Background: an optimization exercise with open tools, aiming at small area, a short achievable clock period and few clock cycles. Do not read the settings as production practice. The RTL was checked by simulation tests, not by an equivalence proof against the original design.

job 8292:
==> flow/design.v (excerpt) <==
module armCpu (
	input  logic          clk,
	input  logic          reset,
	input  armPkg::word_t readData,
	output armPkg::word_t memAdr,
	output armPkg::word_t writeData,
	output logic          memWrite
);
clock: 15.0 ns
lec_check: 0
cap_margin: 20
core_margin: 2
core_utilization: 40
cts_buf_list: sky130_fd_sc_hd__clkbuf_4
cts_cluster_size: 20
slew_margin: 20
synth_hierarchical: 1
tns_end_percent: 5
standard.sh (not shown) runs the stock make flow with config.mk's settings and CLKGATE_MAP_FILE= SYNTH_SCRIPT=/design/flow/synth_recipe.tcl, a recipe that flattens the netlist after the stock synthesis.
==> flow/flow/run.sh <==
#!/bin/bash
# The standard layout, with timing repair aiming for setup slack well above zero
# at the design's clock period (the constraints themselves are unchanged), and
# plain buffers on the ports.
set -euo pipefail
bash standard.sh SETUP_SLACK_MARGIN=10 "BUFFER_PORTS_ARGS=-buffer_cell sky130_fd_sc_hd__buf_4" finish > make_finish.log 2>&1
Testbench counts of job 8292, summed over its fixed seeds: cycles 16,171.
Input-level comparison between job 2054 and job 8292:
- changing TNS_END_PERCENT from 5 to 15
- changing CTS_BUF_LIST from sky130_fd_sc_hd__clkbuf_4 to sky130_fd_sc_hd__clkbuf_8
==> run summary <==
- Job 2054 vs. job 8292: non-clock buffer count went up by 73.
- Summary of job 2054 over job 8292: maximum frequency down about 2%, multi-input combinational area share lost 0.65 points.
- Job 8292 vs job 2054, capturing element of the worst setup path: memAdr[17] vs opB[11]$_DFFE_PP_
- Delta (job 2054 minus job 8292): buffer share of cell area higher; global-route usage moved up.
- Any difference in clock transition time at the flip-flop clock pins of the worst setup and hold paths between job 8292 and job 2054 is small enough to ignore.
- Compared to job 8292, job 2054 shows a narrower setup margin.
- Of job 2054 and job 8292, the run reporting the lower sequential share of layout area was job 2054.
Edits applied to the flow inputs when going from job 2054 to job 3249:
- swapping 15 for 5 in TNS_END_PERCENT
- swapping 40 for 60 in CORE_UTILIZATION
[summary]
From job 2054 to job 3249 the numbers moved as follows: number of levels in the clock H-tree neither gained nor lost much, critical path depth rose 1, required time at the endpoint of the critical path went up 40 ps, total vias in the final route neither gained nor lost much, count of TritonRoute iterations in the first routing pass now sits higher. Comparing job 2054 and job 3249, floorplan row count is higher on job 2054. Job 3249 ended with more utilization than job 2054.
Input changes introduced in job 4997 (baseline for comparison: job 3249):
- a change of CORE_UTILIZATION from 60 to 40
All of job 3249 and job 4997 finish clean.
Going from job 3249 to job 4997, routed wire length grows by about 7%.
Arrival time reported for the critical path endpoint, job 3249 and job 4997: lower on job 4997
For the global-route track usage on met1, job 4997 came in 16 points lower than job 3249 did.
The clock skew of job 4997 is higher than that of job 3249.

---

indigo:
armCpu again, from the RTL that the note above started with.
Settings: LEC_CHECK=0, CAP_MARGIN=20, CORE_MARGIN=2, CORE_UTILIZATION=40, CTS_BUF_LIST=sky130_fd_sc_hd__clkbuf_8, CTS_CLUSTER_SIZE=20, SLEW_MARGIN=20, TNS_END_PERCENT=5; clock period 15.0 ns.
Scripts as last shown in full above: flow/flow/run.sh
Testbench counts of indigo, summed over its fixed seeds: cycles 16,171.
[inputs] garnet vs indigo
Settings: removing CTS_BUF_LIST (formerly sky130_fd_sc_hd__clkbuf_8); removing CTS_CLUSTER_SIZE (formerly 20).
## What came out
- [compare] base=indigo new=garnet: arrival time at the worst endpoint -180 ps, amount of wire on met3 after detailed routing +about 5.5%, layout overhead on the synthesized area +3.6 points, post-route fraction of the period consumed by the critical path -0.18 points.
- Reported for garnet and indigo, remaining global-route overflow turned out identical to the last digit.
- Relative slew slack: garnet and indigo compared, lower one is garnet
- Re number of antenna violations at the first check in global routing: garnet is 1 up on indigo.
- Diff garnet and indigo: worst-case hold slack higher in garnet
- When the final numbers for garnet and indigo were put side by side, the timing-limited maximum frequency turned out to be smaller in indigo.

==> afterwards: timing with drivers on the ports <==
Ports are ideal in the flow. The routed layouts listed here were re-timed in OpenROAD.
Step 1, drivers: a clkbuf_16 drives clk and a buf_2 each remaining input, both assumed.
Step 2, shift: input delay + t, output delay - t, t = (earliest + latest rising clock arrival at the registers) / 2. This alone moves slack from input paths to output paths.
a / b / c = no drivers / after step 1 / after step 2; a / b = the first two.
| run | t, ns | setup slack, ns | hold slack, ns | slew at the worst register clock pin (ns) |
|---|---|---|---|---|
| job 8292 | 1.242 | 9.478 / 9.406 / 8.380 | 0.495 / 0.495 / 0.495 | 0.08 / 0.08 |
| job 2054 | 0.916 | 9.362 / 9.188 / 8.272 | 0.492 / 0.492 / 0.492 | 0.07 / 0.07 |
| job 3249 | 0.889 | 9.533 / 9.571 / 8.682 | 0.514 / 0.514 / 0.514 | 0.08 / 0.08 |
| job 4997 | 0.903 | 9.731 / 9.618 / 8.714 | 0.515 / 0.515 / 0.515 | 0.07 / 0.07 |
| indigo | 0.943 | 9.456 / 9.482 / 8.539 | 0.500 / 0.500 / 0.500 | 0.07 / 0.07 |
| garnet | 0.759 | 9.483 / 9.493 / 8.760 | 0.504 / 0.504 / 0.504 | 0.07 / 0.07 |
After both steps setup and hold are still met in every run listed. For job 8292, which loses most, drivers alone change the setup slack by -0.072 ns; drivers and shift together by -1.098 ns.
